This is an optimization exercise on Yosys and OpenROAD, whose aim is small area and a short achievable clock period, not a production implementation.
The RTL was checked by simulation tests, not by an equivalence proof against the original design.
Power and IR drop assume default switching activity.

== job 104 ==
// icache
module icache #(
  parameter int LINE_NUM   = 16,
  parameter int BLOCK_BITS = 128
) (
  input  logic                  clk,
  input  logic                  rst,
  input  logic                  rdy,
  input  logic [31:0]           pc_from_fch,
  input  logic                  req_from_fch,
  input  logic                  rollback_from_fch,
  output logic                  inst_valid_to_fch,
  output logic [31:0]           inst_to_fch,
  output logic                  busy_to_fch,
  output logic                  enable_sign_to_mem,
  output logic [31:0]           pc_to_mem,
  output logic                  rollback_sign_to_mem,
  input  logic                  finish_sign_from_mem,
  input  logic [BLOCK_BITS-1:0] inst_block_from_mem
);
clock: 4.0 ns
lec_check: 0
cap_margin: 20
core_margin: 2
core_utilization: 50
cts_cluster_diameter: 60
cts_cluster_size: 30
place_density: 0.62
setup_slack_margin: 1.6
slew_margin: 20
standard.sh (not shown) runs the stock make flow with config.mk's settings and CLKGATE_MAP_FILE= SYNTH_SCRIPT=/design/flow/synth_recipe.tcl, a recipe that flattens the netlist after the stock synthesis.
==> flow/flow/run.sh <==
#!/bin/bash
# Own layout flow: the standard flow (standard synthesis unchanged), with
# cell resizing not tied to the original footprint, plain buffers on the ports
# and a clock tree without dummy balancing loads.
set -euo pipefail
bash standard.sh MATCH_CELL_FOOTPRINT=0 \
  "BUFFER_PORTS_ARGS=-buffer_cell sky130_fd_sc_hd__buf_4" \
  "CTS_ARGS=-sink_clustering_enable -repair_clock_nets -sink_clustering_size 30 -sink_clustering_max_diameter 60 -dont_use_dummy_load" \
  finish > standard.log 2>&1
Job 104 was carried through to the last stage, and its layout satisfied the timing, DRC and antenna checks.
Relative to job 104, the following input files were edited for job 102:
- CORE_UTILIZATION: 50 -> 55
- PLACE_DENSITY: 0.62 -> 0.7
- All of job 104 and job 102 finish clean.
- Relative to job 104, tap cell count decreased by 11% in job 102.
- Clock slew at the register clock pins of the worst setup and hold paths across job 104 and job 102: no real change.
- Job 104 → job 102: area of the core went down by about 9%; design area went down; H-tree depth neither gained nor lost much.
- The maximum clock frequency of job 102 is higher than that of job 104.
- The standard cell with the maximum stage delay on the critical path comes out sky130_fd_sc_hd__or4_4 in one run and sky130_fd_sc_hd__or4b_4 in the other, namely in job 102 and job 104 respectively.
- The logic depth of the worst setup path including buffers number comes out higher for job 102 vs job 104.
- Min buffers plus inverters on the worst setup path across job 104 and job 102: job 102
- The post-layout utilization of the core reported for job 102 is greater than that of job 104 by 5.3 points.

* * *

## lane 1
The RTL this note starts from:
==> flow/design.v <==
module icache #(
  parameter int LINE_NUM   = 16,
  parameter int BLOCK_BITS = 128
) (
  input  logic                  clk,
  input  logic                  rst,
  input  logic                  rdy,
  input  logic [31:0]           pc_from_fch,
  input  logic                  req_from_fch,
  input  logic                  rollback_from_fch,
  output logic                  inst_valid_to_fch,
  output logic [31:0]           inst_to_fch,
  output logic                  busy_to_fch,
  output logic                  enable_sign_to_mem,
  output logic [31:0]           pc_to_mem,
  output logic                  rollback_sign_to_mem,
  input  logic                  finish_sign_from_mem,
  input  logic [BLOCK_BITS-1:0] inst_block_from_mem
);
  localparam int IDX_W = (LINE_NUM > 1) ? $clog2(LINE_NUM) : 1;
  localparam int TAG_W = 28 - IDX_W;
  logic                  wait_q;         
  logic                  valid_q;        
  logic                  enable_q;       
  logic [31:2]           pc_q;           
  logic [31:0]           inst_q;
  logic [LINE_NUM-1:0]   vld_q;
  logic [TAG_W-1:0]      tag_q  [LINE_NUM];
  logic [BLOCK_BITS-1:0] data_q [LINE_NUM];
  logic [IDX_W-1:0]    req_idx, lat_idx;
  logic [TAG_W-1:0]    req_tag;
  logic                hit, accept, fill;
  logic [LINE_NUM-1:0] req_sel;
  logic [3:0]          req_wsel, lat_wsel;
  logic [LINE_NUM-1:0] line_hit;
  logic [31:0]         hit_word, fill_word, inst_rd;
  assign req_idx = pc_from_fch[4 +: IDX_W];
  assign req_tag = pc_from_fch[31 -: TAG_W];
  assign lat_idx = pc_q[4 +: IDX_W];
  always_comb begin
    hit_word  = '0;
    fill_word = '0;
    for (int w = 0; w < 4; w++) begin
      req_wsel[w] = (pc_from_fch[3:2] == 2'(w));
      lat_wsel[w] = (pc_q[3:2] == 2'(w));
    end
    for (int i = 0; i < LINE_NUM; i++) begin
      req_sel[i] = (req_idx == IDX_W'(i));
      line_hit[i] = req_sel[i] && vld_q[i] && (tag_q[i] == req_tag);
      for (int w = 0; w < 4; w++)
        hit_word = hit_word | (data_q[i][32*w +: 32] & {32{req_sel[i] & req_wsel[w]}});
    end
    for (int w = 0; w < 4; w++)
      fill_word = fill_word | (inst_block_from_mem[32*w +: 32] & {32{lat_wsel[w]}});
  end
  assign inst_rd = wait_q ? fill_word : hit_word;
  assign hit    = |line_hit;
  assign accept = req_from_fch && !rollback_from_fch;
  assign fill   = rdy && wait_q && finish_sign_from_mem;
  always_ff @(posedge clk) begin
    if (rst) begin
      wait_q   <= 1'b0;
      valid_q  <= 1'b0;
      enable_q <= 1'b0;
      vld_q    <= '0;
    end else if (rdy) begin
      if (!wait_q) begin
        valid_q  <= accept && hit;
        enable_q <= accept && !hit;
        wait_q   <= accept && !hit;
      end else begin
        valid_q  <= finish_sign_from_mem && !rollback_from_fch;
        enable_q <= 1'b0;
        wait_q   <= !finish_sign_from_mem && !rollback_from_fch;
        if (finish_sign_from_mem) vld_q[lat_idx] <= 1'b1;
      end
    end
  end
  always_ff @(posedge clk) begin
    if (rdy) inst_q <= inst_rd;
    if (rdy && !wait_q) pc_q <= pc_from_fch[31:2];
  end
  always_ff @(posedge clk) begin
    if (fill) begin
      tag_q[lat_idx]  <= pc_q[31 -: TAG_W];
      data_q[lat_idx] <= inst_block_from_mem;
    end
  end
  assign inst_valid_to_fch    = valid_q & rdy;
  assign enable_sign_to_mem   = enable_q & rdy;
  assign inst_to_fch          = inst_q;
  assign busy_to_fch          = wait_q;
  assign pc_to_mem            = {pc_q[31:4], 4'b0};
  assign rollback_sign_to_mem = rollback_from_fch;
endmodule
Settings: LEC_CHECK=0, CAP_MARGIN=20, CORE_MARGIN=2, CORE_UTILIZATION=55, CTS_CLUSTER_DIAMETER=60, CTS_CLUSTER_SIZE=30, PLACE_DENSITY=0.7, SETUP_SLACK_MARGIN=1.6, SLEW_MARGIN=20; clock period 4.0 ns.
==> flow/flow/run.sh <==
#!/bin/bash
# Own layout flow: the standard flow (standard synthesis unchanged), with
# cell resizing not tied to the original footprint, plain buffers on the ports
# and a clock tree without dummy balancing loads.
set -euo pipefail
bash standard.sh MATCH_CELL_FOOTPRINT=0 \
  "BUFFER_PORTS_ARGS=-buffer_cell sky130_fd_sc_hd__buf_4" \
  "CTS_ARGS=-sink_clustering_enable -repair_clock_nets -sink_clustering_size 16 -sink_clustering_max_diameter 45 -buf_list sky130_fd_sc_hd__clkbuf_8 -dont_use_dummy_load" \
  finish > standard.log 2>&1
Both conditions hold for lane 1: the flow ran to the end and the final layout passed the timing, DRC and antenna checks.
#### Input delta (lane 2 over lane 1)
- SETUP_SLACK_MARGIN now 1.8, was 1.6
- TNS_END_PERCENT now 10, previously not set
==> flow/flow/run.sh <==
#!/bin/bash
# Own layout flow: the standard flow (standard synthesis unchanged), with
# cell resizing not tied to the original footprint, plain buffers on the ports
# and a clock tree without dummy balancing loads.
set -euo pipefail
bash standard.sh MATCH_CELL_FOOTPRINT=0 \
  "BUFFER_PORTS_ARGS=-buffer_cell sky130_fd_sc_hd__buf_4" \
  "CTS_ARGS=-sink_clustering_enable -repair_clock_nets -sink_clustering_size 30 -sink_clustering_max_diameter 60 -dont_use_dummy_load" \
  finish > standard.log 2>&1
==> comparison <==
In lane 2, the worst setup slack came out 0.063 ns above the value in lane 1. Relative to lane 1, utilization after layout has increased by 2.9 points in lane 2. Lane 2 vs lane 1 — total wire length after detailed routing climbed by a little under 10%. The lower critical path depth of lane 1 and lane 2 is in lane 1. inst_q[9]$_DFFE_PP_ as the endpoint of the worst setup timing path was reported by lane 2, and inst_to_fch[31] by lane 1. No stage failed in lane 2, and the final checks on the layout all came back clean. Layout overhead on the synthesized area was higher in lane 2 than in lane 1. In the final design statistics, lane 2 uses more standard cells in total than lane 1.

* * *

// icache: RTL as listed in full above, without the edits since
export LEC_CHECK = 0
export CAP_MARGIN = 20
export CORE_MARGIN = 2
export CORE_UTILIZATION = 55
export CTS_CLUSTER_DIAMETER = 60
export CTS_CLUSTER_SIZE = 30
export PLACE_DENSITY = 0.7
export SETUP_SLACK_MARGIN = 1.6
export SLEW_MARGIN = 20
create_clock -name core_clock -period 4.0 [get_ports {clk}]
run.sh (not shown) runs the stock make flow with config.mk's settings and CLKGATE_MAP_FILE= SYNTH_SCRIPT=/design/flow/synth_recipe.tcl, a recipe that flattens the netlist after the stock synthesis.
Stock flow here: none of the scripts above is used.
Next try:
==> flow/flow/run.sh (new file) <==
#!/bin/bash
# Own layout flow: the standard flow (standard synthesis unchanged), with
# cell resizing not tied to the original footprint and plain buffers on the ports.
set -euo pipefail
bash standard.sh MATCH_CELL_FOOTPRINT=0 \
  "BUFFER_PORTS_ARGS=-buffer_cell sky130_fd_sc_hd__buf_4" \
  finish > standard.log 2>&1
==> flow/standard.sh (new file) <==
#!/bin/bash
# synth_recipe.tcl (not shown) runs the flow's synth.tcl, then flattens the netlist and writes it again
# the make line also repeats each setting of config.mk as NAME=value (left out here)
make -C /OpenROAD-flow-scripts/flow DESIGN_CONFIG=/design/flow/config.mk WORK_HOME=/design/flow/orfs CLKGATE_MAP_FILE= SYNTH_SCRIPT=/design/flow/synth_recipe.tcl "${@:-finish}"
removed: flow/run.sh
Outcome: The changed run completed without violations. Cell count shrinks by about 4%. Power goes down by 1.4%. Die area is unchanged. Setup slack gains 0.18 ns. Sequential share of layout area grows by 3.4 points.
Next try:
==> flow/run.sh (new file) <==
#!/bin/bash
# synth_recipe.tcl (not shown) runs the flow's synth.tcl, then flattens the netlist and writes it again
# the make line also repeats each setting of config.mk as NAME=value (left out here)
make -C /OpenROAD-flow-scripts/flow DESIGN_CONFIG=/design/flow/config.mk WORK_HOME=/design/flow/orfs CLKGATE_MAP_FILE= SYNTH_SCRIPT=/design/flow/synth_recipe.tcl finish
Settings changed: SLEW_MARGIN 20 to 50.
removed: flow/flow/run.sh
removed: flow/standard.sh
What happened: Setup slack gets worse by 0.18 ns. Design area came out higher by a few percent. Synthesized area does not change. Critical path depth came out higher by 2. Global-route usage came out higher by 2.0 points. Via count came out higher by a few percent. Power came out higher by a few percent.

==> port drivers added, routing unchanged <==
In the flow no input, the clock included, has a driving cell. The finished layouts below were timed again as built, in two steps. Step 1: set_driving_cell puts a clkbuf_16 on clk and a buf_2 on each other input, an assumption about the parent block. Step 2 moves the port delays by t, midway between the first and last clock arrival at a register: inputs arrive t later, outputs are due t later. That takes back most of the time a late clock gives input paths. Three values: ideal, step 1, step 2; two values: the first two.
run | shift t [ns] | setup slack, ns | worst setup path after step 2 | clock arrival spread, ns | cell pins on the clock port's net
job 104 | 0.890 | 1.510 / 1.475 / 0.584 | input to register | 0.114 / 0.115 | 1
job 102 | 0.869 | 1.518 / 1.423 / 0.553 | input to register | 0.112 / 0.113 | 1
lane 1 | 1.052 | 1.406 / 1.327 / 0.435 | input to register | 0.157 / 0.158 | 1
lane 2 | 0.879 | 1.469 / 1.352 / 0.472 | input to register | 0.113 / 0.113 | 1
the first run of note 3 | 0.909 | 1.346 / 1.380 / 0.472 | input to register | 0.051 / 0.051 | 1
the second run of note 3 | 0.888 | 1.522 / 1.448 / 0.560 | input to register | 0.056 / 0.056 | 1
the third run of note 3 | 0.925 | 1.344 / 1.376 / 0.450 | input to register | 0.052 / 0.051 | 1
After both steps every run listed still meets setup and hold. For lane 2, which loses most, drivers alone change the setup slack by -0.117 ns; drivers and shift together by -0.997 ns.
